Source: an optimization exercise on an open RTL-to-GDS flow (aim: small area, a short achievable clock period and few clock cycles per item). Production flows keep margins and buffers that such runs may drop. RTL that was checked went through simulation tests only; none was proved equivalent to the original. No functional check of the RTL was part of runs 2 to 7. No activity file was given, so power comes from the tool's default toggle rates.

[flow/run.sh]
#!/bin/bash
# synth_recipe.tcl (not shown) runs the flow's synth.tcl, then flattens the netlist and writes it again
# the make line also repeats each setting of config.mk as NAME=value (left out here)
make -C /OpenROAD-flow-scripts/flow DESIGN_CONFIG=/design/flow/config.mk WORK_HOME=/design/flow/orfs CLKGATE_MAP_FILE= SYNTH_SCRIPT=/design/flow/synth_recipe.tcl finish
[flow/constraint.sdc]
create_clock -name core_clock -period 4.0 [get_ports {clk}]
set_input_delay 0.8000 -clock core_clock [delete_from_list [all_inputs] [get_ports {clk}]]
set_output_delay 0.8000 -clock core_clock [all_outputs]
set_load 0.01 [all_outputs]
[flow/design.v]
`default_nettype none
package prefix_data_pkg;
	typedef logic signed [8-1:0] lane_t;
	typedef lane_t [8-1:0] block_t;
endpackage
`default_nettype wire
`default_nettype none
package prefix_ctrl_pkg;
	typedef logic [32-1:0] tag_t;
	typedef logic [4-1:0] stage_valid_t;
endpackage
`default_nettype wire
`timescale 1ns/10ps
`default_nettype none
module pipe_control (
	input wire logic clk,
	input wire logic reset,
	input wire logic valid_in,
	input wire logic ready_in,
	input wire prefix_ctrl_pkg::tag_t tag_in,
	output logic enable,
	output logic ready_out,
	output logic busy,
	output logic valid_out,
	output prefix_ctrl_pkg::tag_t tag_out
);
	prefix_ctrl_pkg::stage_valid_t stage_valid;
	prefix_ctrl_pkg::tag_t tag_pipe [0:4-1];
	assign enable = ready_in;
	assign ready_out = ready_in;
	always_ff @(posedge clk or posedge reset) begin
		if (reset) begin
			stage_valid <= '0;
		end else if (enable) begin
			stage_valid <= {stage_valid[4-2:0], valid_in};
		end
	end
	always_ff @(posedge clk or posedge reset) begin
		if (reset) begin
			for (int s = 0; s < 4; s++) begin
				tag_pipe[s] <= '0;
			end
		end else if (enable) begin
			tag_pipe[0] <= tag_in;
			for (int s = 1; s < 4; s++) begin
				tag_pipe[s] <= tag_pipe[s-1];
			end
		end
	end
	assign busy = |stage_valid;
	assign valid_out = stage_valid[4-1];
	assign tag_out = tag_pipe[4-1];
endmodule
`default_nettype wire
`timescale 1ns/10ps
`default_nettype none
module prefix_layer #(
	parameter int SPAN = 1
) (
	input wire logic clk,
	input wire logic reset,
	input wire logic enable,
	input wire prefix_data_pkg::block_t sums_in,
	output prefix_data_pkg::block_t sums_out
);
	localparam int W = 8;
	logic [8*W-1:0] flat_in;
	logic [8*W-1:0] flat_next;
	prefix_data_pkg::block_t next_sums;
	assign flat_in = sums_in;
	for (genvar i = 0; i < 8; i++) begin : g_lane
		if ((i & SPAN) != 0) begin : g_add
			localparam int SRC = (i / (2 * SPAN)) * (2 * SPAN) + SPAN - 1;
			assign flat_next[i*W +: W] = flat_in[i*W +: W] + flat_in[SRC*W +: W];
		end else begin : g_pass
			assign flat_next[i*W +: W] = flat_in[i*W +: W];
		end
	end
	assign next_sums = flat_next;
	always_ff @(posedge clk or posedge reset) begin
		if (reset) begin
			sums_out <= '0;
		end else if (enable) begin
			sums_out <= next_sums;
		end
	end
endmodule
`default_nettype wire
`timescale 1ns/10ps
`default_nettype none
module prefix_network (
	input wire logic clk,
	input wire logic reset,
	input wire logic enable,
	input wire prefix_data_pkg::block_t data_in,
	output prefix_data_pkg::block_t sums
);
	prefix_data_pkg::block_t captured;
	prefix_data_pkg::block_t layer_sums [0:3];
	always_ff @(posedge clk or posedge reset) begin
		if (reset) begin
			captured <= '0;
		end else if (enable) begin
			captured <= data_in;
		end
	end
	assign layer_sums[0] = captured;
	for (genvar l = 0; l < 3; l++) begin : g_layer
		prefix_layer #(
			.SPAN(1 << l)
		) u_layer (
			.clk(clk),
			.reset(reset),
			.enable(enable),
			.sums_in(layer_sums[l]),
			.sums_out(layer_sums[l+1])
		);
	end
	assign sums = layer_sums[3];
endmodule
`default_nettype wire
`timescale 1ns/10ps
`default_nettype none
module prefix_adder_top (
	input wire logic clk,
	input wire logic reset,
	input wire logic valid_in,
	input wire logic ready_in,
	input wire prefix_ctrl_pkg::tag_t tag_in,
	input wire prefix_data_pkg::block_t data_in,
	output logic busy,
	output logic ready_out,
	output logic valid_out,
	output prefix_ctrl_pkg::tag_t tag_out,
	output prefix_data_pkg::block_t data_out
);
	logic enable;
	pipe_control u_control (
		.clk(clk),
		.reset(reset),
		.valid_in(valid_in),
		.ready_in(ready_in),
		.tag_in(tag_in),
		.enable(enable),
		.ready_out(ready_out),
		.busy(busy),
		.valid_out(valid_out),
		.tag_out(tag_out)
	);
	prefix_network u_network (
		.clk(clk),
		.reset(reset),
		.enable(enable),
		.data_in(data_in),
		.sums(data_out)
	);
endmodule
`default_nettype wire
[flow/config.mk]
export PLATFORM = sky130hd
export DESIGN_NAME = prefix_adder_top
export DESIGN_NICKNAME = prefix_adder_top
export VERILOG_FILES = /design/flow/design.v
export SDC_FILE = /design/flow/constraint.sdc
export NUM_CORES = 4
export LEC_CHECK = 0
export CAP_MARGIN = 20
export CORE_MARGIN = 2
export CORE_UTILIZATION = 40
export SLEW_MARGIN = 20
==> results of run 1 <==
-- flip-flops by register name, summed over array words and instances, names as in the netlist --
signal	count
u_control.stage_valid	4
u_control.tag_pipe	128
u_network.captured	64
u_network.g_layer.u_layer.sums_out	192
-- worst max path at each step --
| stage | from | to | slack [ns] | cells past startpoint |
|---|---|---|---|---|
| after floorplan | reset | u_control.stage_valid[0] | -2.02 | 1 |
| after global placement | ready_in | ready_out | 1.40 | 2 |
| after detailed placement | ready_in | ready_out | 1.39 | 2 |
| after CTS | u_control.stage_valid[1] | busy | 1.18 | 2 |
| after global routing | u_control.stage_valid[1] | busy | 1.15 | 2 |
| final | u_control.stage_valid[1] | busy | 1.23 | 2 |
-- cell usage in the layout (no fill, tap or decap), drive strengths merged, types with 12 or more instances in the layout --
master         netlist  routed
a211oi              25      25
a21o                22      22
a21oi               25      25
a31oi               12      12
buf                 58      13
clkbuf               4      66
clkdlybuf4s50        0     197
dfrtp              388     388
fa                  12      12
ha                  84      84
inv                 58      61
mux2               304     304
nand2              101     101
nand3               14      14
nor2                21      21
nor2b               25      25
nor3                13      13
nor4                13      13
o21a                24      24
o21ai               36      36
o21bai              24      24
o2bb2ai             24      24
o311ai              20      20
o31ai               26      26
or4                 13      13
xnor2               24      24
-- cell type report --
type | instances | area [um2] | area share [%]
diodes | 4 | 10.0 | 0.0443
inverters | 58 | 221 | 0.981
repair buffers | 210 | 2150 | 9.53
clock buffers | 66 | 1310 | 5.78
well taps | 600 | 751 | 3.32
flip-flops and latches | 388 | 9710 | 43.0
clock inverters | 14 | 196 | 0.870
multi-input cells | 939 | 8240 | 36.5
-- metrics by stage --
stage,setup TNS (ns),cells
detailed placement,0,2195
CTS,0,2275
finish,0,2279
floorplan,-782.95,1447
global route,0,2275
global placement,0,2195
-- worst max-delay path, delay by kind of cell, from the launching register on --
family / cells / cell delay [ns]
buf+inv: 1 / 0.49
flops: 1 / 0.38
simple gates: 1 / 0.52
-- cells by family (layout without fill, tap and decap cells) --
| group | after synthesis | count (layout) |
|---|---|---|
| buf+inv | 120 | 348 |
| simple gates | 237 | 237 |
| fa+ha+maj | 96 | 96 |
| xor+xnor | 24 | 24 |
| mux | 305 | 305 |
| flops | 388 | 388 |
| other cells | 0 | 4 |
| compound gates | 277 | 277 |
-- power breakdown --
group          internal, mW  switching [mW]
Sequential             4.92           0.797
Combinational          2.54            2.46
Clock                  2.52            1.64
Total                  9.99            4.90
-- synth_stat cells (11+ instances only) --
master,number,area (um2)
mux2_1,304,3420
buf_2,32,160
ha_1,84,1050
dfrtp_1,388,9710
xnor2_1,24,210
fa_1,12,240
nand3_1,14,70.1
inv_1,57,214
o21ai_0,11,55.1
nor3_1,13,65.1
nor2b_1,25,156
nor4_1,13,81.3
o21a_1,24,180
o2bb2ai_1,24,210
o21ai_1,25,125
a211oi_1,13,97.6
nor2_1,21,78.8
a211oi_2,12,150
or4_1,13,97.6
nand4b_1,11,96.3
a31oi_1,12,75.1
buf_4,25,188
nand2_1,101,379
o21bai_1,24,180
o311ai_1,20,175
a21o_1,22,165
o31ai_1,26,195
a21oi_1,25,125
-- routing by layer --
layer,track usage [%],wire (um)
met5,0,93
met3,5.49,2880
met4,5.86,1010
met2,25.6,17300
met1,24.1,19100
==> reports/results.txt, run 1 <==
Fin. Hold Viols = 0
Avg Cell Area, Syn = 12.8 um2
pre-CTS WS = 1.39 ns
Vias = 12009
CTS buffer count = 45
Post-synth EDFFs = 0
Static Leak = 9.50 nW
Final nets = 1838
Worst Hold Depth = 1
DP Area = 21100 um2
Row Count = 78
Iter 0 DRT Violations = 626
Synth Warn # = 8
WHS Endpoint = u_control.tag_pipe[1][25]
capture point of the worst reg-to-reg path = u_network.g_layer[1].u_layer.sums_out[22]
per-cell routed wire length = 17.7 um
Area Growth Syn to Fin = 21.8%
Die ar. = 48100 um2
clock sink count = 388
final setup fails = 0
CP required = 3.20 ns
Post-Synthesis Cells = 1447
io pins = 199
wirelength, routed = 40300 um
Remaining Overflow, GRT = 0
Placer Congestion = 0.816
core area = 45600 um2
Routed Antenna Nets = 0
initial antenna violation count = 10
Pwr Total = 14.9 mW
hold_ws = 0.479 ns
Starting Density = 40.7%
largest family of logic cells by synthesized area = multiplexers
RSZ-0062 raised after global routing = no
xor/xnor share of the synthesized area = 1.13%
share of cells above drive strength 1 = 5.73%
clock latency (worst-skew pair) = 0.58 ns
Port Buffers = 198
element type at the critical path start = flop
worst slew pin tran = 0.887 ns
Yosys reg bits = 388
ys flop type = dfrtp_1
minimum clock period after layout = 2.77 ns
Resize count post-CTS = 0
HP Start = u_control.tag_pipe[1][25]
Max Freq = 361 MHz
Detail Placement HPWL = 27900 um
kind of end point of the critical path = primary output
worst hold-check path type = reg2reg
Synth Area in Compound Gates = 11.3%
Peak VDD IR = 0.000337 V
Reg2Reg Launch Point = u_network.g_layer[0].u_layer.sums_out[8]
Max Clock Skew = 0.0154 ns
Synth Cell Area = 18500 um2
Tcrit/Tclk final = 69.2%
first-pass GRT wire length = 66500 um
Max Cap Viol = 0
Hold Buf Count CTS = 0
fillcell total = 4061
vias in the first global route = 12293
final number of max-transition violations = 0
CP max FO = 3
Critical Path AT = 1.97 ns
relative slew slack = 40.9%
slowest stage delay, CP = 0.52 ns
Finished Core Util = 49.5%
Residual DRC = 0
CTS tree = built
CP Class = reg2out
R2R depth = 7
Synth Area in Simple Gates = 6.49%
FFs w/ async S/R, synth = 100%
Root Buffer = clkbuf_16
DIE WIDTH = 219 um
status = timing/DRC/antenna clean
R2R Setup Slk = 1.79 ns
synth unique cells = 46
vias per cell = 5.27
deepest clock path buffer count = 3
Clock Pin Slew Worst Setup and Hold Paths = 0.05 ns
GRT Total Usage = 17.4%
post-synthesis mux area share = 18.5%
Post-Synth Adder-Cell Area = 6.96%
H-Tree Depth = 2
worst-path cell chain = or4_1, clkdlybuf4s50_1
CP max-delay cell = or4_1
syn_nets = 1643
Die H = 219 um
Final WS setup = 1.23 ns
number of iterations in the first detailed-routing pass = 5
Cell Pwr Density = 659 nW/um2
sequential share of the synthesized area = 52.4%
fin area = 22600 um2
largest net degree at the start of global routing = 160
post-CTS setup buffer count = 0
Testbench counts, summed over its fixed seeds: cycles 2,080, items 2,048.
==> inputs of run 2 (changes only) <==
--- a/flow/design.v
+++ b/flow/design.v
@@ -9,3 +9,2 @@
 	typedef logic [32-1:0] tag_t;
-	typedef logic [4-1:0] stage_valid_t;
 endpackage
@@ -26,4 +25,4 @@
 );
-	prefix_ctrl_pkg::stage_valid_t stage_valid;
-	prefix_ctrl_pkg::tag_t tag_pipe [0:4-1];
+	logic valid_q;
+	prefix_ctrl_pkg::tag_t tag_q;
 	assign enable = ready_in;
@@ -32,22 +31,15 @@
 		if (reset) begin
-			stage_valid <= '0;
+			valid_q <= 1'b0;
 		end else if (enable) begin
-			stage_valid <= {stage_valid[4-2:0], valid_in};
+			valid_q <= valid_in;
 		end
 	end
-	always_ff @(posedge clk or posedge reset) begin
-		if (reset) begin
-			for (int s = 0; s < 4; s++) begin
-				tag_pipe[s] <= '0;
-			end
-		end else if (enable) begin
-			tag_pipe[0] <= tag_in;
-			for (int s = 1; s < 4; s++) begin
-				tag_pipe[s] <= tag_pipe[s-1];
-			end
+	always_ff @(posedge clk) begin
+		if (enable) begin
+			tag_q <= tag_in;
 		end
 	end
-	assign busy = |stage_valid;
-	assign valid_out = stage_valid[4-1];
-	assign tag_out = tag_pipe[4-1];
+	assign busy = valid_q;
+	assign valid_out = valid_q;
+	assign tag_out = tag_q;
 endmodule
@@ -59,5 +51,2 @@
 ) (
-	input wire logic clk,
-	input wire logic reset,
-	input wire logic enable,
 	input wire prefix_data_pkg::block_t sums_in,
@@ -68,3 +57,2 @@
 	logic [8*W-1:0] flat_next;
-	prefix_data_pkg::block_t next_sums;
 	assign flat_in = sums_in;
@@ -78,10 +66,3 @@
 	end
-	assign next_sums = flat_next;
-	always_ff @(posedge clk or posedge reset) begin
-		if (reset) begin
-			sums_out <= '0;
-		end else if (enable) begin
-			sums_out <= next_sums;
-		end
-	end
+	assign sums_out = flat_next;
 endmodule
@@ -92,3 +73,2 @@
 	input wire logic clk,
-	input wire logic reset,
 	input wire logic enable,
@@ -97,13 +77,12 @@
 );
-	prefix_data_pkg::block_t captured;
 	prefix_data_pkg::block_t layer_sums [0:3];
-	always_ff @(posedge clk or posedge reset) begin
-		if (reset) begin
-			captured <= '0;
-		end else if (enable) begin
-			captured <= data_in;
+	prefix_data_pkg::block_t layer_in [0:3-1];
+	prefix_data_pkg::block_t held;
+	assign layer_sums[0] = data_in;
+	for (genvar l = 0; l < 3; l++) begin : g_layer
+		if (l == 3) begin : g_after_reg
+			assign layer_in[l] = held;
+		end else begin : g_chain
+			assign layer_in[l] = layer_sums[l];
 		end
-	end
-	assign layer_sums[0] = captured;
-	for (genvar l = 0; l < 3; l++) begin : g_layer
 		prefix_layer #(
@@ -111,6 +90,3 @@
 		) u_layer (
-			.clk(clk),
-			.reset(reset),
-			.enable(enable),
-			.sums_in(layer_sums[l]),
+			.sums_in(layer_in[l]),
 			.sums_out(layer_sums[l+1])
@@ -118,3 +94,12 @@
 	end
-	assign sums = layer_sums[3];
+	always_ff @(posedge clk) begin
+		if (enable) begin
+			held <= layer_sums[3];
+		end
+	end
+	if (3 == 3) begin : g_out_reg
+		assign sums = held;
+	end else begin : g_out_comb
+		assign sums = layer_sums[3];
+	end
 endmodule
@@ -151,3 +136,2 @@
 		.clk(clk),
-		.reset(reset),
 		.enable(enable),
==> reports/results.txt, run 2 <==
Final nets = 917 (was 1838)
fillcell total = 1009 (was 4061)
Residual DRC = 0 (unchanged)
Post-synth EDFFs = 96 (was 0)
top-count cell post-synth = edfxtp_1 (was dfrtp_1)
worst path bufs/invs = 9 (was 1)
area taken by multi-input logic gates = 3030 um2 (was 8240 um2)
Starting Density = 41.0% (was 40.7%)
first-pass GRT wire length = 22000 um (was 66500 um)
Max Cap Viol = 0 (unchanged)
number of iterations in the first detailed-routing pass = 4 (was 5)
Yosys reg bits = 97 (was 388)
n_diodes = 0 (was 4)
Area Growth Syn to Fin = 69.3% (was 21.8%)
largest net degree at the start of global routing = 54 (was 160)
Final WS setup = -1.02 ns (was 1.23 ns)
syn_nets = 598 (was 1643)
most frequent cells in the layout = clkdlybuf4s50_1, edfxtp_1, buf_4 (was dfrtp_1, mux2_1, clkdlybuf4s50_1)
clock sink count = 97 (was 388)
synth unique cells = 34 (was 46)
Placer Congestion = 0.766 (was 0.816)
Worst Hold Depth = 1 (unchanged)
CP max-delay cell = fa_1 (was or4_1)
vias in the first global route = 4367 (was 12293)
DIE WIDTH = 123 um (was 219 um)
R2R Setup Slk = 3.24 ns (was 1.79 ns)
Max Freq = 199 MHz (was 361 MHz)
Cell Pwr Density = 848 nW/um2 (was 659 nW/um2)
Max Clock Skew = 0 ns (was 0.0154 ns)
FFs w/ async S/R, synth = 1.03% (was 100%)
deepest clock path buffer count = 2 (was 3)
CP top delay family = adder cells (was simple AND/OR/NAND/NOR gates)
Remaining Overflow, GRT = 0 (unchanged)
Vias = 4257 (was 12009)
Detail Placement HPWL = 10900 um (was 27900 um)
CP Class = in2reg (was reg2out)
final number of max-transition violations = 0 (unchanged)
DP Area = 8620 um2 (was 21100 um2)
worst slew pin tran = 0.668 ns (was 0.887 ns)
crit path capture = u_network.held[55] (was busy)
Clock Pin Slew Worst Setup and Hold Paths = 0.08 ns (was 0.05 ns)
Synth Cell Area = 5700 um2 (was 18500 um2)
io pins = 199 (unchanged)
relative slew slack = 55.4% (was 40.9%)
max FFs per register = 64 (was 192)
Die H = 123 um (was 219 um)
GRT Total Usage = 19.2% (was 17.4%)
commonest non-fill, non-tap cell in the layout = clkdlybuf4s50_1 (was dfrtp_1)
element type at the critical path start = input pin (was flop)
Layout Check Fail Reasons = negative setup slack
CP dominant cell by count = inv_2
status = complete, but fails checks (was timing/DRC/antenna clean)
core area = 13900 um2 (was 45600 um2)
per-cell routed wire length = 15.8 um (was 17.7 um)
slowest stage delay, CP = 0.56 ns (was 0.52 ns)
CP required = 4.11 ns (was 3.20 ns)
Row Count = 43 (was 78)
Iter 0 DRT Violations = 143 (was 626)
clock latency (worst-skew pair) = 0.35 ns (was 0.58 ns)
Largest regs = u_network.held: 64 flops, u_control.tag_q: 32 flops, u_control.valid_q: 1 flops (was u_network.g_layer.u_layer.sums_out: 192 flops, u_control.tag_pipe: 128 flops, u_network.captured: 64 flops)
vias per cell = 4.65 (was 5.27)
initial antenna violation count = 1 (was 10)
Port Buffers = 198 (unchanged)
top cell type by total area after synthesis = edfxtp_1 (was dfrtp_1)
minimum clock period after layout = 5.02 ns (was 2.77 ns)
Peak VDD IR = 0.000861 V (was 0.000337 V)
kind of end point of the critical path = flop (was primary output)
fin area = 9650 um2 (was 22600 um2)
share of cells above drive strength 1 = 29.7% (was 5.73%)
most instantiated cells after synthesis = edfxtp_1, inv_1, ha_1 (was dfrtp_1, mux2_1, nand2_1)
ys flop type = edfxtp_1 (was dfrtp_1)
Avg Cell Area, Syn = 13.9 um2 (was 12.8 um2)
worst hold-check path type = reg2reg (unchanged)
wirelength, routed = 14500 um (was 40300 um)
Worst path depth = 22 (was 2)
capture point of the worst reg-to-reg path = u_control.valid_q (was u_network.g_layer[1].u_layer.sums_out[22])
Routed Antenna Nets = 0 (unchanged)
Static Leak = 4.05 nW (was 9.50 nW)
Post-Synthesis Cells = 411 (was 1447)
Die ar. = 15200 um2 (was 48100 um2)
CTS tree = built (unchanged)
sequential share of the synthesized area = 51.0% (was 52.4%)
Synth Warn # = 6 (was 8)
R2R depth = 1 (was 7)
Register Area = 2910 um2 (was 9710 um2)
Synth top area share = 50.6% (was 52.4%)
Reg2Reg Launch Point = u_control.valid_q (was u_network.g_layer[0].u_layer.sums_out[8])
Root Buffer = clkbuf_16 (unchanged)
RSZ-0062 raised after global routing = yes (was no)
Tcrit/Tclk final = 125% (was 69.2%)
most flop-heavy register = u_network.held (was u_network.g_layer.u_layer.sums_out)
Pwr Total = 8.18 mW (was 14.9 mW)
H-Tree Depth = 3 (was 2)
Worst Setup SP = data_in[0] (was u_control.stage_valid[1])
Fin. Hold Viols = 0 (unchanged)
pre-CTS WS = -1.91 ns (was 1.39 ns)
Critical Path AT = 5.13 ns (was 1.97 ns)
final setup fails = 24 (was 0)
worst-path cell chain = buf_8, ha_4, inv_2, fa_2, inv_2, fa_1, ha_2, fa_2, buf_4, buf_6, buf_6, buf_6, fa_1, inv_2, fa_2, inv_2, a21oi_2, o21bai_2, a21o_1, a21oi_2, xor2_1, xnor2_1 (was or4_1, clkdlybuf4s50_1)
CTS buffer count = 9 (was 45)
CP max FO = 2 (was 3)
top cells by area, synth = edfxtp_1, ha_1, fa_1 (was dfrtp_1, mux2_1, ha_1)
run 2: cell count changes after synthesis, moves of 21 or more:
cell,change
edfxtp_1,+96
ha_1,-30
nor2b_1,-24
o2bb2ai_1,-24
o21ai_1,-25
nand2_1,-99
o31ai_1,-26
buf_2,-32
fa_1,+21
o21a_1,-24
buf_4,-23
dfrtp_1,-387
mux2_1,-304
run 2: what timing repair did:
item                       CTS  global route
resized for setup           91            29
buffers inserted            22            12
pin swaps                   68            39
hold buffers                 0             0
setup endpoints to repair   24            21
hold endpoints to repair     0             0
run 2: metrics by stage:
stage	TNS, ns	hold slack (ns)	util [%]	instances
floorplan	-7.85	0.529	-	411
global placement	-26.73	0.516	62.1	871
detailed placement	-28.04	0.535	62.1	871
CTS	-9.08	0.546	68.5	908
global route	-15.36	0.575	69.5	915
finish	-13.14	0.542	69.5	915
run 2: final cells by class:
class | instances | area share [%]
Clock buffer | 9 | 2.33
Clock inverter | 7 | 0.726
Inverter | 75 | 2.92
Multi-Input combinational cell | 236 | 31.4
Sequential cell | 97 | 30.1
Tap cell | 180 | 2.33
Timing Repair Buffer | 311 | 30.1
run 2: how the worst min path moves through the flow:
stage / to / slack (ns) / startpoint
floorplan: u_control.valid_q / 0.53 / reset
global placement: u_control.valid_q / 0.52 / u_control.valid_q
detailed placement: u_control.valid_q / 0.54 / u_control.valid_q
CTS: u_control.valid_q / 0.55 / u_control.valid_q
global route: u_control.valid_q / 0.58 / reset
finish: u_control.valid_q / 0.54 / u_control.valid_q
run 2: power breakdown:
group	internal (mW)	switching, mW	leakage [nW]
sequential	1.64	0.0729	0.951
clock	0.438	0.422	0.141
combinational	3.22	2.39	2.96
run 2: kinds of logic (layout without fill, tap and decap cells):
group	count (synthesis)	count (layout)	synth area share, %
buffers and inverters	78	402	5.27
adder cells (fa/ha/maj)	89	89	23.8
flip-flops	97	97	51.0
AO/OA/AOI/OAI	76	76	8.85
AND/OR/NAND/NOR	11	11	0.945
XOR/XNOR	59	59	9.88
multiplexers	1	1	0.198
run 2: metal layers:
| metal | vias to the layer above | GRT usage, % | part of all wire (%) | wire [um] |
|---|---|---|---|---|
| met5 | - | 0 | 0.090 | 13 |
| met1 | 2063 | 23.0 | 39 | 5710 |
| met2 | 125 | 32.8 | 52 | 7450 |
| met3 | 15 | 5.54 | 7.2 | 1050 |
| li1 | 2052 | - | - | - |
| met4 | 2 | 7.17 | 1.6 | 238 |
==> inputs of run 3 (changes only) <==
--- a/flow/config.mk
+++ b/flow/config.mk
@@ -7,2 +7,3 @@
 export LEC_CHECK = 0
+export ABC_CLOCK_PERIOD_IN_PS = 1500
 export CAP_MARGIN = 20
@@ -10,2 +11,3 @@
 export CORE_UTILIZATION = 40
+export SETUP_SLACK_MARGIN = 2.0
 export SLEW_MARGIN = 20
==> reports/results.txt, run 3 <==
CP max-delay cell = fa_2 (was fa_1)
commonest non-fill, non-tap cell in the layout = dlygate4sd2_1 (was clkdlybuf4s50_1)
worst path bufs/invs = 8 (was 9)
wirelength, routed = 15300 um (was 14500 um)
Placer Congestion = 0.790 (was 0.766)
max FFs per register = 64 (unchanged)
Reg2Reg Launch Point = u_control.valid_q (unchanged)
syn_nets = 598 (unchanged)
vias in the first global route = 4544 (was 4367)
Remaining Overflow, GRT = 0 (unchanged)
vias per cell = 4.61 (was 4.65)
Residual DRC = 0 (unchanged)
Layout Check Fail Reasons = negative setup slack (unchanged)
status = complete, but fails checks (unchanged)
final setup fails = 24 (unchanged)
worst slew pin tran = 0.796 ns (was 0.668 ns)
hold_ws = 0.533 ns (was 0.542 ns)
io pins = 199 (unchanged)
most flop-heavy register = u_network.held (unchanged)
per-cell routed wire length = 16.2 um (was 15.8 um)
worst hold-check path type = reg2reg (unchanged)
RSZ-0062 raised after global routing = yes (unchanged)
Worst Setup SP = data_in[8] (was data_in[0])
fin area = 10200 um2 (was 9650 um2)
Max Freq = 198 MHz (was 199 MHz)
R2R depth = 1 (unchanged)
Vias = 4354 (was 4257)
slowest stage delay, CP = 0.58 ns (was 0.56 ns)
number of iterations in the first detailed-routing pass = 4 (unchanged)
sequential share of the synthesized area = 51.0% (unchanged)
Row Count = 43 (unchanged)
Max Clock Skew = 0 ns (unchanged)
CP dominant cell by count = buf_6 (was inv_2)
Detail Placement HPWL = 10800 um (was 10900 um)
share of cells above drive strength 1 = 37.7% (was 29.7%)
relative slew slack = 46.9% (was 55.4%)
crit path capture = u_network.held[61] (was u_network.held[55])
Post-Synthesis Cells = 411 (unchanged)
Synth Warn # = 6 (unchanged)
Static Leak = 4.48 nW (was 4.05 nW)
fillcell total = 974 (was 1009)
CTS buffer count = 9 (unchanged)
CTS tree = built (unchanged)
final number of max-transition violations = 0 (unchanged)
DP Area = 8650 um2 (was 8620 um2)
R2R Setup Slk = 3.24 ns (about the same)
capture point of the worst reg-to-reg path = u_control.valid_q (unchanged)
Starting Density = 41.0% (unchanged)
Root Buffer = clkbuf_16 (unchanged)
initial antenna violation count = 0 (was 1)
Final WS setup = -1.05 ns (was -1.02 ns)
most instantiated cells after synthesis = edfxtp_1, inv_1, ha_1 (unchanged)
Post-synth EDFFs = 96 (unchanged)
Die ar. = 15200 um2 (unchanged)
area taken by multi-input logic gates = 3270 um2 (was 3030 um2)
GRT Total Usage = 19.9% (was 19.2%)
first-pass GRT wire length = 22500 um (was 22000 um)
Port Buffers = 198 (unchanged)
Die H = 123 um (unchanged)
deepest clock path buffer count = 2 (unchanged)
H-Tree Depth = 3 (unchanged)
Clock Pin Slew Worst Setup and Hold Paths = 0.07 ns (was 0.08 ns)
FFs w/ async S/R, synth = 1.03% (unchanged)
Largest regs = u_network.held: 64 flops, u_control.tag_q: 32 flops, u_control.valid_q: 1 flops (unchanged)
Tcrit/Tclk final = 126% (was 125%)
CP required = 4.10 ns (was 4.11 ns)
Area Growth Syn to Fin = 78.4% (was 69.3%)
Cell Pwr Density = 858 nW/um2 (was 848 nW/um2)
top cell type by total area after synthesis = edfxtp_1 (unchanged)
clock latency (worst-skew pair) = 0.35 ns (about the same)
minimum clock period after layout = 5.05 ns (was 5.02 ns)
clock sink count = 97 (unchanged)
element type at the critical path start = input pin (unchanged)
n_diodes = 0 (unchanged)
Yosys reg bits = 97 (unchanged)
Pwr Total = 8.72 mW (was 8.18 mW)
Fin. Hold Viols = 0 (unchanged)
Avg Cell Area, Syn = 13.9 um2 (unchanged)
Critical Path AT = 5.15 ns (was 5.13 ns)
kind of end point of the critical path = flop (unchanged)
Routed Antenna Nets = 0 (unchanged)
Synth top area share = 50.6% (unchanged)
worst-path cell chain = buf_6, ha_4, inv_2, fa_2, inv_2, fa_1, ha_4, fa_2, fa_1, fa_1, inv_2, fa_2, nor2b_4, o21ai_4, a21boi_2, buf_4, buf_6, buf_6, buf_6, a21oi_2 (was buf_8, ha_4, inv_2, fa_2, inv_2, fa_1, ha_2, fa_2, buf_4, buf_6, buf_6, buf_6, fa_1, inv_2, fa_2, inv_2, a21oi_2, o21bai_2, a21o_1, a21oi_2, xor2_1, xnor2_1)
synth unique cells = 34 (unchanged)
Final nets = 946 (was 917)
Worst path depth = 20 (was 22)
Synth Cell Area = 5700 um2 (unchanged)
most frequent cells in the layout = dlygate4sd2_1, edfxtp_1, buf_4 (was clkdlybuf4s50_1, edfxtp_1, buf_4)
Peak VDD IR = 0.000752 V (was 0.000861 V)
largest net degree at the start of global routing = 61 (was 54)
CP top delay family = adder cells (unchanged)
core area = 13900 um2 (unchanged)
Register Area = 2910 um2 (unchanged)
CP max FO = 2 (unchanged)
Iter 0 DRT Violations = 221 (was 143)
DIE WIDTH = 123 um (unchanged)
CP Class = in2reg (unchanged)
top cells by area, synth = edfxtp_1, ha_1, fa_1 (unchanged)
top-count cell post-synth = edfxtp_1 (unchanged)
TNS Setup = -13.48 ns (was -13.14 ns)
Max Cap Viol = 0 (unchanged)
ys flop type = edfxtp_1 (unchanged)
[run 3: stage by stage]
step | setup WS [ns] | util [%] | cells
floorplan | -1.12 | - | 411
global placement | -1.82 | 62.3 | 870
detailed placement | -1.88 | 62.3 | 870
CTS | -0.978 | 70.5 | 925
global route | -1.16 | 73.2 | 944
finish | -1.05 | 73.2 | 944
[run 3: per-layer routing]
metal | vias to the layer above | global-route usage [%] | part of all wire, %
met4 | 0 | 7.88 | 2.0
met5 | - | 0 | 0
met2 | 130 | 34.2 | 52
met3 | 19 | 4.29 | 6.6
met1 | 2091 | 24.2 | 40
li1 | 2114 | - | -
[run 3: area by class of cell]
type | instances | area share (%)
clock buffers | 9 | 2.22
clock inverters | 7 | 0.923
inverters | 75 | 2.84
multi-input cells | 236 | 32.2
flip-flops and latches | 97 | 28.6
well taps | 180 | 2.22
repair buffers | 340 | 31.0
[run 3: power by group]
part           internal, mW  leakage (nW)  switching (mW)  total (mW)
Sequential             1.64         0.951          0.0630        1.70
Combinational          3.53          3.38            2.56        6.09
Clock                 0.504         0.153           0.424       0.928
Total                  5.67          4.48            3.05        8.72
[run 3: how the worst min path moves through the flow]
stage / from / slack (ns) / to / depth (start not counted)
2_1_floorplan: reset / 0.53 / u_control.valid_q / 1
3_3_place_gp: u_control.valid_q / 0.51 / u_control.valid_q / 1
3_5_place_dp: u_control.valid_q / 0.53 / u_control.valid_q / 1
4_1_cts: u_control.valid_q / 0.54 / u_control.valid_q / 1
5_1_grt: u_control.valid_q / 0.57 / u_control.valid_q / 1
6_report: u_control.valid_q / 0.53 / u_control.valid_q / 1
[run 3: kinds of logic (layout without fill, tap and decap cells)]
kind of cell,count (synthesis),after routing,synth area share (%)
compound gates,76,76,8.85
simple gates,11,11,0.945
buf+inv,78,431,5.27
flops,97,97,51.0
fa+ha+maj,89,89,23.8
mux,1,1,0.198
xor+xnor,59,59,9.88
[run 3: what timing repair did]
action | 4_1_cts | 5_1_grt
gates cloned | 1 | 0
resized for setup | 243 | 62
pin swaps | 82 | 70
setup endpoints to repair | 211 | 50
hold buffers | 0 | 0
buffers inserted | 38 | 19
==> inputs of run 4 (changes only) <==
--- a/flow/design.v
+++ b/flow/design.v
@@ -82,3 +82,3 @@
 	for (genvar l = 0; l < 3; l++) begin : g_layer
-		if (l == 3) begin : g_after_reg
+		if (l == 2) begin : g_after_reg
 			assign layer_in[l] = held;
@@ -96,6 +96,6 @@
 		if (enable) begin
-			held <= layer_sums[3];
+			held <= layer_sums[2];
 		end
 	end
-	if (3 == 3) begin : g_out_reg
+	if (2 == 3) begin : g_out_reg
 		assign sums = held;
==> reports/results.txt, run 4 <==
status = timing/DRC/antenna clean (was complete, but fails checks)
per-cell routed wire length = 16.9 um (was 16.2 um)
Fin. Hold Viols = 0 (unchanged)
Cell Pwr Density = 584 nW/um2 (was 858 nW/um2)
Avg Cell Area, Syn = 12.4 um2 (was 13.9 um2)
DIE WIDTH = 128 um (was 123 um)
top cells by area, synth = edfxtp_1, ha_1, fa_1 (unchanged)
Post-Synthesis Cells = 493 (was 411)
wirelength, routed = 16800 um (was 15300 um)
top cell type by total area after synthesis = edfxtp_1 (unchanged)
Clock Pin Slew Worst Setup and Hold Paths = 0.08 ns (was 0.07 ns)
fin area = 10600 um2 (was 10200 um2)
Largest regs = u_network.held: 64 flops, u_control.tag_q: 32 flops, u_control.valid_q: 1 flops (unchanged)
kind of end point of the critical path = flop (unchanged)
max FFs per register = 64 (unchanged)
worst slew pin tran = 0.863 ns (was 0.796 ns)
Static Leak = 4.64 nW (was 4.48 nW)
DP Area = 8760 um2 (was 8650 um2)
Tcrit/Tclk final = 90.2% (was 126%)
Die ar. = 16300 um2 (was 15200 um2)
Remaining Overflow, GRT = 0 (unchanged)
number of iterations in the first detailed-routing pass = 4 (unchanged)
worst hold-check path type = reg2reg (unchanged)
CP required = 4.11 ns (was 4.10 ns)
core area = 15100 um2 (was 13900 um2)
deepest clock path buffer count = 2 (unchanged)
most frequent cells in the layout = edfxtp_1, buf_6, clkdlybuf4s50_1 (was dlygate4sd2_1, edfxtp_1, buf_4)
Die H = 128 um (was 123 um)
top-count cell post-synth = edfxtp_1 (unchanged)
Residual DRC = 0 (unchanged)
CP Class = in2reg (unchanged)
Placer Congestion = 0.795 (was 0.790)
Starting Density = 40.6% (was 41.0%)
fillcell total = 1084 (was 974)
most instantiated cells after synthesis = edfxtp_1, ha_1, inv_1 (was edfxtp_1, inv_1, ha_1)
n_diodes = 0 (unchanged)
initial antenna violation count = 0 (unchanged)
GRT Total Usage = 20.2% (was 19.9%)
Root Buffer = clkbuf_16 (unchanged)
TNS Setup = 0 ns (was -13.48 ns)
Final nets = 991 (was 946)
share of cells above drive strength 1 = 47.9% (was 37.7%)
final number of max-transition violations = 0 (unchanged)
FFs w/ async S/R, synth = 1.03% (unchanged)
Critical Path AT = 3.72 ns (was 5.15 ns)
Max Clock Skew = 0 ns (unchanged)
commonest non-fill, non-tap cell in the layout = edfxtp_1 (was dlygate4sd2_1)
hold_ws = 0.539 ns (was 0.533 ns)
Post-Synth Adder-Cell Area = 21.7% (was 23.8%)
CP max FO = 3 (was 2)
CTS tree = built (unchanged)
Finished Core Util = 70.5% (was 73.2%)
Peak VDD IR = 0.000253 V (was 0.000752 V)
Synth top area share = 47.1% (was 50.6%)
Area Growth Syn to Fin = 73.6% (was 78.4%)
final setup fails = 0 (was 24)
Max Freq = 277 MHz (was 198 MHz)
Vias = 4807 (was 4354)
vias in the first global route = 5135 (was 4544)
GRT busiest layer = met2 (unchanged)
met3 GRT Util = 4.72% (was 4.29%)
Max Cap Viol = 0 (unchanged)
Detail Placement HPWL = 11500 um (was 10800 um)
Port Buffers = 198 (unchanged)
Synth Area in Compound Gates = 8.58% (was 8.85%)
clock latency (worst-skew pair) = 0.36 ns (was 0.35 ns)
RSZ-0062 raised after global routing = yes (unchanged)
minimum clock period after layout = 3.61 ns (was 5.05 ns)
synth unique cells = 31 (was 34)
Synth Area in Simple Gates = 5.62% (was 0.944%)
Synth Cell Area = 6130 um2 (was 5700 um2)
vias per cell = 4.85 (was 4.61)
Iter 0 DRT Violations = 147 (was 221)
CTS buffer count = 9 (unchanged)
largest family of logic cells by synthesized area = adder cells (unchanged)
Yosys reg bits = 97 (unchanged)
xor/xnor share of the synthesized area = 9.25% (was 9.88%)
Synth Warn # = 6 (unchanged)
Hold Buf Count CTS = 0 (unchanged)
clock sink count = 97 (unchanged)
most flop-heavy register = u_network.held (unchanged)
Post-synth EDFFs = 96 (unchanged)
syn_nets = 685 (was 598)
io pins = 199 (unchanged)
relative slew slack = 42.5% (was 46.9%)
largest net degree at the start of global routing = 63 (was 61)
sequential share of the synthesized area = 47.5% (was 51.0%)
ys flop type = edfxtp_1 (unchanged)
met2 usage = 36.6% (was 34.2%)
Row Count = 45 (was 43)
element type at the critical path start = input pin (unchanged)
Routed Antenna Nets = 0 (unchanged)
H-Tree Depth = 3 (unchanged)
post-synthesis mux area share = 0.184% (was 0.198%)
met1 global-route usage = 23.3% (was 24.2%)
first-pass GRT wire length = 25300 um (was 22500 um)
## run 4: routing by layer
| layer | vias to the layer above | routed length (um) |
|---|---|---|
| li1 | 2312 | - |
| met1 | 2330 | 6660 |
| met3 | 26 | 902 |
| met2 | 139 | 8900 |
| met5 | - | 0 |
| met4 | 0 | 348 |
## run 4: metrics by stage
stage	power [mW]	setup slack, ns	instances
floorplan	3.43	0.219	493
global placement	4.77	-0.435	883
detailed placement	4.83	-0.539	883
CTS	5.95	0.377	961
global route	6.59	0.295	992
finish	6.21	0.391	992
## run 4: path summary, 6_finish.rpt
check                                  start  cells after the start                 end  slack [ns]
max                              data_in[32]                     17  u_network.held[63]        0.39
min                        u_control.valid_q                      1   u_control.valid_q        0.54
max reg2reg                u_control.valid_q                      1   u_control.valid_q        3.24
min reg2reg                u_control.valid_q                      1   u_control.valid_q        0.54
max in group asynchronous              reset                      2   u_control.valid_q        3.34
min in group asynchronous              reset                      2   u_control.valid_q        0.58
## run 4: cell families (layout without fill, tap and decap cells)
kind of cell               count (synthesis)  in the layout
muxes                                      1              1
DFF                                       97             97
buffers and inverters                     83            394
AOI/OAI and AO/OA                         82             82
and+or+nand+nor                           75             75
adders and majority gates                 92             92
xor gates and xnor gates                  63             63
## run 4: what timing repair did
action	CTS	global route
pin swaps	112	100
gates resized for setup	402	115
buffers inserted	61	31
setup endpoints to repair	203	88
gates cloned	1	0
## run 4: power breakdown
| group | internal, mW | switching, mW | leakage [nW] |
|---|---|---|---|
| Sequential | 1.36 | 0.112 | 0.951 |
| Combinational | 2.06 | 1.76 | 3.55 |
| Clock | 0.494 | 0.414 | 0.144 |
## run 4: final cells by class
type / count / area [um2] / area share [%]
multi-input combinational: 313 / 3910 / 36.7
inverter: 49 / 184 / 1.73
clock buffer: 10 / 229 / 2.15
tap: 188 / 235 / 2.21
timing repair buffer: 329 / 3100 / 29.1
sequential: 97 / 2910 / 27.3
clock inverter: 6 / 72.6 / 0.682
## run 4: critical path, cell delays in order
cell	delay, ns
buf_8	0.08
ha_4	0.14
inv_2	0.04
fa_2	0.39
nor2b_4	0.14
o21ai_2	0.07
a21oi_2	0.15
o21a_1	0.16
nor2_2	0.05
xnor2_2	0.20
fa_1	0.48
ha_4	0.24
buf_4	0.13
buf_4	0.14
o31ai_2	0.29
a311oi_2	0.09
xnor2_1	0.15
==> inputs of run 5 (changes only) <==
--- a/flow/config.mk
+++ b/flow/config.mk
@@ -7,3 +7,2 @@
 export LEC_CHECK = 0
-export ABC_CLOCK_PERIOD_IN_PS = 1500
 export CAP_MARGIN = 20
@@ -11,3 +10,2 @@
 export CORE_UTILIZATION = 40
-export SETUP_SLACK_MARGIN = 2.0
 export SLEW_MARGIN = 20
==> reports/results.txt, run 5 <==
ys flop type = edfxtp_1 (unchanged)
Synth top area share = 47.1% (unchanged)
status = timing/DRC/antenna clean (unchanged)
Max Freq = 259 MHz (was 277 MHz)
Critical Path AT = 3.96 ns (was 3.72 ns)
CP max-delay cell = fa_1 (unchanged)
worst-path cell chain = clkdlybuf4s50_1, ha_2, fa_2, a21o_1, a21oi_2, o21bai_1, a21oi_2, xnor2_2, fa_1, ha_4, and2_1, o21ai_1, o31ai_1, a311oi_2, xnor2_1 (was buf_8, ha_4, inv_2, fa_2, nor2b_4, o21ai_2, a21oi_2, o21a_1, nor2_2, xnor2_2, fa_1, ha_4, buf_4, buf_4, o31ai_2, a311oi_2, xnor2_1)
CTS buffer count = 9 (unchanged)
pre-CTS WS = -0.536 ns (was -0.539 ns)
FFs w/ async S/R, synth = 1.03% (unchanged)
worst slew pin tran = 0.676 ns (was 0.863 ns)
clock latency (worst-skew pair) = 0.35 ns (was 0.36 ns)
worst path bufs/invs = 1 (was 4)
Static Leak = 3.66 nW (was 4.64 nW)
Post-synth EDFFs = 96 (unchanged)
syn_nets = 685 (unchanged)
Starting Density = 40.6% (unchanged)
first-pass GRT wire length = 22600 um (was 25300 um)
Largest regs = u_network.held: 64 flops, u_control.tag_q: 32 flops, u_control.valid_q: 1 flops (unchanged)
Die H = 128 um (unchanged)
share of cells above drive strength 1 = 14.3% (was 47.9%)
n_diodes = 0 (unchanged)
CP required = 4.10 ns (was 4.11 ns)
synth unique cells = 31 (unchanged)
Pwr Total = 5.40 mW (was 6.21 mW)
initial antenna violation count = 1 (was 0)
clock sink count = 97 (unchanged)
deepest clock path buffer count = 2 (unchanged)
Port Buffers = 198 (unchanged)
element type at the critical path start = input pin (unchanged)
Yosys reg bits = 97 (unchanged)
Max Cap Viol = 0 (unchanged)
Cell Pwr Density = 608 nW/um2 (was 584 nW/um2)
CP dominant cell by count = a21oi_2
final number of max-transition violations = 0 (unchanged)
vias per cell = 4.82 (was 4.85)
Vias = 4372 (was 4807)
top-count cell post-synth = edfxtp_1 (unchanged)
most flop-heavy register = u_network.held (unchanged)
DIE WIDTH = 128 um (unchanged)
number of iterations in the first detailed-routing pass = 5 (was 4)
Tcrit/Tclk final = 96.6% (was 90.2%)
top cells by area, synth = edfxtp_1, ha_1, fa_1 (unchanged)
max FFs per register = 64 (unchanged)
core area = 15100 um2 (unchanged)
Residual DRC = 0 (unchanged)
worst hold-check path type = in2async (was reg2reg)
Avg Cell Area, Syn = 12.4 um2 (unchanged)
Area Growth Syn to Fin = 44.9% (was 73.6%)
Row Count = 45 (unchanged)
minimum clock period after layout = 3.86 ns (was 3.61 ns)
Final nets = 906 (was 991)
Synth Warn # = 6 (unchanged)
final setup fails = 0 (unchanged)
largest net degree at the start of global routing = 53 (was 63)
fillcell total = 1249 (was 1084)
Max Clock Skew = 0 ns (unchanged)
vias in the first global route = 4694 (was 5135)
Synth Cell Area = 6130 um2 (unchanged)
most frequent cells in the layout = clkdlybuf4s50_1, edfxtp_1, ha_1 (was edfxtp_1, buf_6, clkdlybuf4s50_1)
io pins = 199 (unchanged)
CP Class = in2reg (unchanged)
most instantiated cells after synthesis = edfxtp_1, ha_1, inv_1 (unchanged)
Routed Antenna Nets = 0 (unchanged)
Detail Placement HPWL = 11600 um (was 11500 um)
sequential share of the synthesized area = 47.5% (unchanged)
Peak VDD IR = 0.000401 V (was 0.000253 V)
slowest stage delay, CP = 0.49 ns (was 0.48 ns)
Placer Congestion = 0.831 (was 0.795)
top cell type by total area after synthesis = edfxtp_1 (unchanged)
Post-Synthesis Cells = 493 (unchanged)
Die ar. = 16300 um2 (unchanged)
Remaining Overflow, GRT = 0 (unchanged)
relative slew slack = 54.9% (was 42.5%)
CP max FO = 2 (was 3)
H-Tree Depth = 3 (unchanged)
Iter 0 DRT Violations = 107 (was 147)
wirelength, routed = 14400 um (was 16800 um)
Clock Pin Slew Worst Setup and Hold Paths = 0.07 ns (was 0.08 ns)
commonest non-fill, non-tap cell in the layout = clkdlybuf4s50_1 (was edfxtp_1)
RSZ-0062 raised after global routing = yes (unchanged)
Root Buffer = clkbuf_16 (unchanged)
kind of end point of the critical path = flop (unchanged)
per-cell routed wire length = 15.9 um (was 16.9 um)
Final WS setup = 0.138 ns (was 0.391 ns)
CTS tree = built (unchanged)
CP top delay family = adder cells (unchanged)
TNS Setup = 0 ns (unchanged)
GRT Total Usage = 17.8% (was 20.2%)
Fin. Hold Viols = 0 (unchanged)
[run 5: cell count changes in the layout (fill, tap and decap cells not counted), moves of 16 or more]
cell | previous run | this run
clkdlybuf4s50_1 | 70 | 193
buf_6 | 86 | 0
dlygate4sd2_1 | 52 | 3
ha_1 | 33 | 64
ha_4 | 32 | 2
buf_2 | 28 | 0
inv_1 | 29 | 48
inv_2 | 20 | 1
xnor2_1 | 20 | 39
a21oi_1 | 0 | 17
xnor2_2 | 24 | 7
dlymetal6s2s_1 | 17 | 1
[run 5: layout make-up]
type | instances | area (um2) | share of cell area, %
Sequential cell | 97 | 2910 | 32.8
Timing Repair Buffer | 244 | 2320 | 26.2
Multi-Input combinational cell | 313 | 2940 | 33.1
Inverter | 49 | 184 | 2.07
Clock inverter | 7 | 61.3 | 0.691
Tap cell | 188 | 235 | 2.65
Clock buffer | 9 | 225 | 2.54
[run 5: layer usage]
layer,global-route usage [%],up-vias,routed length (um)
met4,5.49,0,216
met1,20.5,2080,5860
met5,0,-,0
met3,5.34,15,1040
met2,31.9,125,7320
li1,-,2152,-
[run 5: what timing repair did]
item                                    CTS  global route
hold buffers                              0             0
endpoints found under the setup margin    2             3
setup buffers                             2             0
resized for setup                        13            28
pin swaps                                15            17
[run 5: cell families after synthesis]
| kind of cell | synth area share (%) |
|---|---|
| compound gates | 8.58 |
| xor+xnor | 9.25 |
| fa+ha+maj | 21.7 |
| buf+inv | 7.17 |
| flops | 47.5 |
| mux | 0.184 |
| simple gates | 5.62 |
[run 5: stage by stage]
step	std cells	instance area (um2)	utilization (%)	hold slack [ns]
after floorplan	493	6130	-	0.529
final	907	8880	58.8	0.573
after detailed placement	889	8420	55.8	0.572
after global placement	889	8420	55.8	0.518
after global routing	907	8880	58.8	0.570
after CTS	907	8730	57.9	0.560
[run 5: power breakdown]
group	switching (mW)	leakage [nW]	total [mW]	internal (mW)
clock network	0.412	0.140	0.846	0.434
logic	1.36	2.56	3.07	1.71
registers	0.120	0.951	1.48	1.36
[run 5: final timing paths]
kind / from / end / slack [ns] / cells after the start
setup / recovery: data_in[0] / u_network.held[31] / 0.14 / 15
hold / removal: reset / u_control.valid_q / 0.57 / 2
setup reg to reg: u_control.valid_q / u_control.valid_q / 3.21 / 1
hold reg to reg: u_control.valid_q / u_control.valid_q / 0.58 / 1
max in group asynchronous: reset / u_control.valid_q / 3.34 / 2
min in group core_clock: u_control.valid_q / u_control.valid_q / 0.58 / 1
==> inputs of run 6 (changes only) <==
--- a/flow/design.v
+++ b/flow/design.v
@@ -4,2 +4,22 @@
 	typedef lane_t [8-1:0] block_t;
+	function automatic logic [8-1:0] lane_add(
+		input logic [8-1:0] a,
+		input logic [8-1:0] b
+	);
+		logic [8-1:0] p;
+		logic [8-1:0] gen;
+		logic [8-1:0] prop;
+		p = a ^ b;
+		gen = a & b;
+		prop = p;
+		for (int s = 0; (1 << s) < 8; s++) begin
+			for (int i = 8 - 1; i >= 0; i--) begin
+				if ((i & (1 << s)) != 0) begin
+					gen[i] = gen[i] | (prop[i] & gen[((i >> s) << s) - 1]);
+					prop[i] = prop[i] & prop[((i >> s) << s) - 1];
+				end
+			end
+		end
+		lane_add = p ^ {gen[8-2:0], 1'b0};
+	endfunction
 endpackage
@@ -61,3 +81,3 @@
 			localparam int SRC = (i / (2 * SPAN)) * (2 * SPAN) + SPAN - 1;
-			assign flat_next[i*W +: W] = flat_in[i*W +: W] + flat_in[SRC*W +: W];
+			assign flat_next[i*W +: W] = prefix_data_pkg::lane_add(flat_in[i*W +: W], flat_in[SRC*W +: W]);
 		end else begin : g_pass
--- a/flow/config.mk
+++ b/flow/config.mk
@@ -7,2 +7,3 @@
 export LEC_CHECK = 0
+export ABC_CLOCK_PERIOD_IN_PS = 1500
 export CAP_MARGIN = 20
@@ -10,2 +11,3 @@
 export CORE_UTILIZATION = 40
+export SETUP_SLACK_MARGIN = 2.0
 export SLEW_MARGIN = 20
==> reports/results.txt, run 6 <==
Static Leak = 4.20 nW (was 3.66 nW)
final number of max-transition violations = 0 (unchanged)
Yosys reg bits = 97 (unchanged)
Tcrit/Tclk final = 82.2% (was 96.6%)
CTS tree = built (unchanged)
most flop-heavy register = u_network.held (unchanged)
RSZ-0062 raised after global routing = yes (unchanged)
Root Buffer = clkbuf_16 (unchanged)
Area Growth Syn to Fin = 57.9% (was 44.9%)
CP Class = reg2out (was in2reg)
Comb pwr share = 56.9% (about the same)
most frequent cells in the layout = edfxtp_1, dlygate4sd2_1, clkdlybuf4s50_1 (was clkdlybuf4s50_1, edfxtp_1, ha_1)
Synth top area share = 46.1% (was 47.1%)
vias per cell = 4.68 (was 4.82)
Vias = 4353 (was 4372)
Final nets = 920 (was 906)
sequential power share = 27.1% (was 27.4%)
fillcell total = 1194 (was 1249)
CP required = 3.20 ns (was 4.10 ns)
Synth Warn # = 9 (was 6)
Placer Congestion = 0.818 (was 0.831)
share of cells above drive strength 1 = 41.4% (was 14.3%)
Row Count = 45 (unchanged)
Remaining Overflow, GRT = 0 (unchanged)
Switching Share = 35.8% (was 35.1%)
top-count cell post-synth = edfxtp_1 (unchanged)
FFs w/ async S/R, synth = 1.03% (unchanged)
vias in the first global route = 4771 (was 4694)
first-pass GRT wire length = 23500 um (was 22600 um)
element type at the critical path start = flop (was input pin)
H-Tree Depth = 3 (unchanged)
per-cell routed wire length = 16.1 um (was 15.9 um)
Synth Cell Area = 6250 um2 (was 6130 um2)
worst hold-check path type = reg2reg (was in2async)
Register Area = 2910 um2 (unchanged)
Port Buffers = 198 (unchanged)
final setup fails = 0 (unchanged)
status = timing/DRC/antenna clean (unchanged)
Critical Path AT = 2.49 ns (was 3.96 ns)
clock latency (worst-skew pair) = 0.35 ns (about the same)
most instantiated cells after synthesis = edfxtp_1, ha_1, inv_1 (unchanged)
deepest clock path buffer count = 2 (unchanged)
Clock Pin Slew Worst Setup and Hold Paths = 0.07 ns (about the same)
relative slew slack = 52.0% (was 54.9%)
Die H = 129 um (was 128 um)
Detail Placement HPWL = 11400 um (was 11600 um)
max FFs per register = 64 (unchanged)
largest net degree at the start of global routing = 56 (was 53)
Pwr Total = 5.44 mW (was 5.40 mW)
GRT Total Usage = 18.7% (was 17.8%)
hold_ws = 0.541 ns (was 0.573 ns)
clock sink count = 97 (unchanged)
Psw = 1.95 mW (was 1.89 mW)
Die ar. = 16600 um2 (was 16300 um2)
Avg Cell Area, Syn = 13.2 um2 (was 12.4 um2)
number of iterations in the first detailed-routing pass = 6 (was 5)
Starting Density = 41.0% (was 40.6%)
synth unique cells = 31 (unchanged)
Cell Pwr Density = 551 nW/um2 (was 608 nW/um2)
top cells by area, synth = edfxtp_1, ha_1, fa_1 (unchanged)
core area = 15300 um2 (was 15100 um2)
Post-synth EDFFs = 96 (unchanged)
Fin. Hold Viols = 0 (unchanged)
io pins = 199 (unchanged)
sequential share of the synthesized area = 46.5% (was 47.5%)
commonest non-fill, non-tap cell in the layout = edfxtp_1 (was clkdlybuf4s50_1)
worst slew pin tran = 0.720 ns (was 0.676 ns)
CP max FO = 3 (was 2)
top cell type by total area after synthesis = edfxtp_1 (unchanged)
DIE WIDTH = 129 um (was 128 um)
Clk pwr share = 15.9% (was 15.7%)
Post-Synthesis Cells = 473 (was 493)
area taken by multi-input logic gates = 3770 um2 (was 2940 um2)
initial antenna violation count = 1 (unchanged)
Peak VDD IR = 0.000361 V (was 0.000401 V)
minimum clock period after layout = 3.29 ns (was 3.86 ns)
Max Cap Viol = 0 (unchanged)
n_diodes = 0 (unchanged)
Hold Buf Count CTS = 0 (unchanged)
Max Freq = 304 MHz (was 259 MHz)
Largest regs = u_network.held: 64 flops, u_control.tag_q: 32 flops, u_control.valid_q: 1 flops (unchanged)
Residual DRC = 0 (unchanged)
kind of end point of the critical path = primary output (was flop)
Routed Antenna Nets = 0 (unchanged)
Finished Core Util = 64.7% (was 58.8%)
syn_nets = 679 (was 685)
ys flop type = edfxtp_1 (unchanged)
CTS buffer count = 9 (unchanged)
wirelength, routed = 15000 um (was 14400 um)
cell internal pwr = 3.49 mW (was 3.51 mW)
Iter 0 DRT Violations = 97 (was 107)
Max Clock Skew = 0 ns (unchanged)
run 6: cell count changes after synthesis, moves of 5 or more:
cell	change
inv_1	+17
nand2b_1	+10
nor2_1	-24
nor2b_1	-5
nor3_1	-8
a31o_2	+5
o41ai_1	-6
fa_1	+12
a31oi_1	+5
o21ai_1	-17
xnor2_1	-6
nand2_1	-10
run 6: worst paths after layout:
| kind | cells after the start | slack, ns | to | startpoint |
|---|---|---|---|---|
| setup / recovery | 11 | 0.71 | data_out[47] | u_network.held[24] |
| hold / removal | 1 | 0.54 | u_control.valid_q | u_control.valid_q |
| setup reg to reg | 1 | 3.24 | u_control.valid_q | u_control.valid_q |
| hold reg to reg | 1 | 0.54 | u_control.valid_q | u_control.valid_q |
| max in group asynchronous | 2 | 3.33 | u_control.valid_q | reset |
| min in group asynchronous | 2 | 0.58 | u_control.valid_q | reset |
run 6: what timing repair did:
item                       4_1_cts  5_1_grt
pin swaps                       89       57
buffers inserted                27       10
setup endpoints to repair      140       71
resized for setup              383       43
run 6: metrics by stage:
stage	TNS [ns]	setup slack, ns	cells	area, um2
after global routing	0	0.601	930	9870
after detailed placement	-0.382	-0.279	877	8900
after global placement	-0.176	-0.171	877	8900
after floorplan	0	0.524	473	6700
final	0	0.711	930	9870
after CTS	0	0.656	920	9660
run 6: worst max-delay path, cell delays in order (launching register included):
cell,delay [ns]
edfxtp_1,0.51
buf_6,0.18
ha_4,0.15
inv_2,0.05
fa_2,0.18
inv_2,0.04
a21o_1,0.14
a21o_1,0.19
a21o_1,0.20
a31o_4,0.23
xnor2_2,0.12
buf_2,0.14
run 6: cell type report:
class                      count  share of cell area (%)
clock inverter                 7                   0.596
clock buffer                   9                    2.28
timing repair buffer         265                    24.2
multi-input combinational    275                    38.2
sequential                    97                    29.5
tap                          211                    2.67
inverter                      66                    2.56
run 6: metal layers:
layer,GRT usage (%),vias up,wire (um)
li1,-,2081,-
met1,20.2,2114,5720
met2,34.6,129,7850
met3,5.04,27,983
met4,8.06,2,424
met5,0,-,11
run 6: logic make-up (layout without fill, tap and decap cells):
family,after synthesis,after routing,share of synthesized area (%)
AOI/OAI and AO/OA,73,73,7.83
xor gates and xnor gates,58,58,8.35
adders and majority gates,106,106,25.5
buffers and inverters,101,347,8.11
DFF,97,97,46.5
muxes,5,5,0.861
and+or+nand+nor,33,33,2.80
run 6: power by group through the flow:
stage,logic (mW),clock network [mW],registers (mW)
6_report,3.10,0.867,1.48
5_1_grt,3.39,0.926,1.50
4_1_cts,3.02,0.892,1.48
3_5_place_dp,2.98,0,1.53
3_3_place_gp,2.93,0,1.53
2_1_floorplan,1.81,0,1.49
==> inputs of run 7 (changes only) <==
--- a/flow/design.v
+++ b/flow/design.v
@@ -102,3 +102,3 @@
 	for (genvar l = 0; l < 3; l++) begin : g_layer
-		if (l == 2) begin : g_after_reg
+		if (l == 3) begin : g_after_reg
 			assign layer_in[l] = held;
@@ -116,6 +116,6 @@
 		if (enable) begin
-			held <= layer_sums[2];
+			held <= layer_sums[3];
 		end
 	end
-	if (2 == 3) begin : g_out_reg
+	if (3 == 3) begin : g_out_reg
 		assign sums = held;
==> reports/results.txt, run 7 <==
status = complete, but fails checks (was timing/DRC/antenna clean)
Layout Check Fail Reasons = negative setup slack
number of iterations in the first detailed-routing pass = 4 (was 6)
Final WS setup = -0.349 ns (was 0.711 ns)
CTS tree = built (unchanged)
Max Cap Viol = 0 (unchanged)
Tcrit/Tclk final = 109% (was 82.2%)
Routed Antenna Nets = 0 (unchanged)
vias per cell = 4.68 (about the same)
Synth top area share = 48.4% (was 46.1%)
H-Tree Depth = 3 (unchanged)
CP max FO = 2 (was 3)
Switching Share = 34.2% (was 35.8%)
n_diodes = 0 (unchanged)
Port Buffers = 198 (unchanged)
CP dominant cell by count = ha_4 (was a21o_1)
core area = 14500 um2 (was 15300 um2)
Cell Pwr Density = 695 nW/um2 (was 551 nW/um2)
Iter 0 DRT Violations = 172 (was 97)
clock latency (worst-skew pair) = 0.35 ns (about the same)
Synth Warn # = 9 (unchanged)
Die ar. = 15900 um2 (was 16600 um2)
relative slew slack = 38.8% (was 52.0%)
worst path bufs/invs = 4 (unchanged)
Static Leak = 4.57 nW (was 4.20 nW)
top cell type by total area after synthesis = edfxtp_1 (unchanged)
final number of max-transition violations = 0 (unchanged)
Avg Cell Area, Syn = 14.1 um2 (was 13.2 um2)
CTS buffer count = 9 (unchanged)
clock sink count = 97 (unchanged)
per-cell routed wire length = 16.8 um (was 16.1 um)
most frequent cells in the layout = dlygate4sd2_1, buf_4, edfxtp_1 (was edfxtp_1, dlygate4sd2_1, clkdlybuf4s50_1)
R2R depth = 1 (unchanged)
sequential power share = 23.0% (was 27.1%)
ys flop type = edfxtp_1 (unchanged)
Register Area = 2910 um2 (unchanged)
share of cells above drive strength 1 = 39.1% (was 41.4%)
Max Freq = 230 MHz (was 304 MHz)
Row Count = 44 (was 45)
Clock Pin Slew Worst Setup and Hold Paths = 0.07 ns (about the same)
Psw = 2.47 mW (was 1.95 mW)
io pins = 199 (unchanged)
DP Area = 9110 um2 (was 8900 um2)
top-count cell post-synth = edfxtp_1 (unchanged)
most flop-heavy register = u_network.held (unchanged)
Reg2Reg Launch Point = u_control.valid_q (unchanged)
Post-synth EDFFs = 96 (unchanged)
Finished Core Util = 71.5% (was 64.7%)
Critical Path AT = 4.45 ns (was 2.49 ns)
Residual DRC = 0 (unchanged)
hold_ws = 0.526 ns (was 0.541 ns)
commonest non-fill, non-tap cell in the layout = dlygate4sd2_1 (was edfxtp_1)
first-pass GRT wire length = 25200 um (was 23500 um)
Vias = 4548 (was 4353)
placed cell count = 902 (was 877)
slowest stage delay, CP = 0.47 ns (was 0.51 ns)
Starting Density = 41.0% (about the same)
Post-Synthesis Cells = 421 (was 473)
minimum clock period after layout = 4.35 ns (was 3.29 ns)
crit path capture = u_network.held[63] (was data_out[47])
Peak VDD IR = 0.000612 V (was 0.000361 V)
RSZ-0062 raised after global routing = yes (unchanged)
Die H = 126 um (was 129 um)
worst slew pin tran = 0.918 ns (was 0.720 ns)
largest net degree at the start of global routing = 71 (was 56)
DIE WIDTH = 126 um (was 129 um)
Fin. Hold Viols = 0 (unchanged)
sequential share of the synthesized area = 48.8% (was 46.5%)
fin area = 10400 um2 (was 9870 um2)
Worst path depth = 19 (was 11)
Detail Placement HPWL = 12100 um (was 11400 um)
element type at the critical path start = input pin (was flop)
fillcell total = 1076 (was 1194)
Yosys reg bits = 97 (unchanged)
wirelength, routed = 16300 um (was 15000 um)
synth unique cells = 43 (was 31)
final setup fails = 16 (was 0)
area taken by multi-input logic gates = 3460 um2 (was 3770 um2)
cell internal pwr = 4.74 mW (was 3.49 mW)
Worst Setup SP = data_in[16] (was u_network.held[24])
vias in the first global route = 4743 (was 4771)
Placer Congestion = 0.791 (was 0.818)
worst-path cell chain = buf_6, ha_4, fa_2, inv_2, fa_1, inv_2, ha_4, nor2b_4, o21a_1, nor2_2, fa_2, inv_4, ha_4, a221oi_4, a21oi_2, a21oi_2, xnor2_2, xnor3_1, xor2_1 (was buf_6, ha_4, inv_2, fa_2, inv_2, a21o_1, a21o_1, a21o_1, a31o_4, xnor2_2, buf_2)
FFs w/ async S/R, synth = 1.03% (unchanged)
capture point of the worst reg-to-reg path = u_control.valid_q (unchanged)
top cells by area, synth = edfxtp_1, ha_1, fa_1 (unchanged)
GRT Total Usage = 20.7% (was 18.7%)
CP Class = in2reg (was reg2out)
worst hold-check path type = reg2reg (unchanged)
pre-CTS WS = -1.23 ns (was -0.279 ns)
Pwr Total = 7.22 mW (was 5.44 mW)
kind of end point of the critical path = flop (was primary output)
Largest regs = u_network.held: 64 flops, u_control.tag_q: 32 flops, u_control.valid_q: 1 flops (unchanged)
CP top delay family = adder cells (was compound AO/OA/AOI/OAI gates)
Remaining Overflow, GRT = 0 (unchanged)
Root Buffer = clkbuf_16 (unchanged)
CP required = 4.10 ns (was 3.20 ns)
Final nets = 987 (was 920)
R2R Setup Slk = 3.25 ns (was 3.24 ns)
deepest clock path buffer count = 2 (unchanged)
Comb pwr share = 64.5% (was 56.9%)
Synth Cell Area = 5960 um2 (was 6250 um2)
Area Growth Syn to Fin = 74.4% (was 57.9%)
Hold Buf Count CTS = 0 (unchanged)
most instantiated cells after synthesis = edfxtp_1, ha_1, inv_1 (unchanged)
CP max-delay cell = fa_2 (was edfxtp_1)
syn_nets = 626 (was 679)
TNS Setup = -2.63 ns (was 0 ns)
Clk pwr share = 12.5% (was 15.9%)
non-filler instance count after layout = 971 (was 930)
initial antenna violation count = 0 (was 1)
Max Clock Skew = 0 ns (unchanged)
max FFs per register = 64 (unchanged)
run 7: cell types whose count changed in the layout (fill, tap and decap cells not counted), moves of 9 or more:
| cell | delta |
|---|---|
| buf_4 | +56 |
| dlygate4sd2_1 | +35 |
| buf_2 | -20 |
| fa_1 | +10 |
| fa_2 | -10 |
| buf_6 | +9 |
| inv_2 | -9 |
run 7: layout make-up:
type                            count  area share [%]
Clock inverter                      6           0.687
Tap cell                          184            2.22
Inverter                           59            2.20
Sequential cell                    97            28.0
Multi-Input combinational cell    263            33.3
Clock buffer                       10            2.20
Timing Repair Buffer              352            31.3
run 7: layer usage:
metal | global-route usage [%] | up-vias | wire, um
li1 | - | 2196 | -
met1 | 26.5 | 2180 | 7190
met2 | 34.9 | 150 | 7990
met3 | 4.04 | 22 | 816
met4 | 7.95 | 0 | 331
met5 | 0 | - | 0
run 7: how the worst min path moves through the flow:
stage,from,end,slack [ns],cells after the start
floorplan,reset,u_control.valid_q,0.53,1
global placement,u_control.valid_q,u_control.valid_q,0.51,1
detailed placement,u_control.valid_q,u_control.valid_q,0.53,1
CTS,u_control.valid_q,u_control.valid_q,0.53,1
global route,u_control.valid_q,u_control.valid_q,0.55,1
finish,u_control.valid_q,u_control.valid_q,0.53,1
run 7: what timing repair did:
item,4_1_cts,5_1_grt
gates resized for setup,270,48
endpoints found under the hold margin,0,0
setup endpoints to repair,221,47
gates cloned,1,0
pin swaps,76,51
buffers inserted,36,16
run 7: cell families after synthesis:
logic type	count (synthesis)	synth area share, %
adder cells (fa/ha/maj)	105	26.6
flip-flops	97	48.8
buffers and inverters	61	3.97
AO/OA/AOI/OAI	60	7.39
XOR/XNOR	58	9.56
AND/OR/NAND/NOR	39	3.47
multiplexers	1	0.189
run 7: power groups by stage:
stage / sequential [mW] / combinational [mW] / clock, mW
5_1_grt: 1.69 / 5.04 / 0.965
6_report: 1.66 / 4.66 / 0.902
2_1_floorplan: 1.83 / 1.85 / 0
3_3_place_gp: 1.69 / 3.59 / 0
3_5_place_dp: 1.69 / 3.68 / 0
4_1_cts: 1.66 / 4.27 / 0.924

what the ideal ports hide:
Ports are ideal in the flow. The routed layouts listed here were re-timed in OpenROAD.
Step 1 sets driving cells, clkbuf_16 on the clock port and buf_2 on the other inputs (assumed; they add their load-dependent delay and slew).
Step 2 moves the port delays by t, midway between the first and last clock arrival at a register: inputs arrive t later, outputs are due t later. That takes back most of the time a late clock gives input paths.
Slacks: ideal ports / drivers / drivers and shift; pairs: ideal ports / drivers.
run | t, ns | slack for setup (ns) | worst hold slack (ns)
run 1 | 0.621 | 1.233 / 1.182 / 1.360 | 0.479 / 0.479 / 0.479
run 2 | 0.392 | -1.016 / -1.037 / -1.429 | 0.542 / 0.542 / 0.542
run 3 | 0.389 | -1.052 / -1.061 / -1.450 | 0.533 / 0.533 / 0.533
run 4 | 0.395 | 0.391 / 0.380 / -0.015 | 0.539 / 0.539 / 0.539
run 5 | 0.380 | 0.138 / 0.148 / -0.232 | 0.573 / 0.563 / 0.576
run 6 | 0.393 | 0.711 / 0.672 / 0.336 | 0.541 / 0.541 / 0.541
run 7 | 0.394 | -0.349 / -0.356 / -0.749 | 0.526 / 0.526 / 0.526
With both steps, setup timing fails in run 4 and run 5, where it was met with ideal ports. For run 2, which loses most, drivers alone change the setup slack by -0.021 ns; drivers and shift together by -0.413 ns.
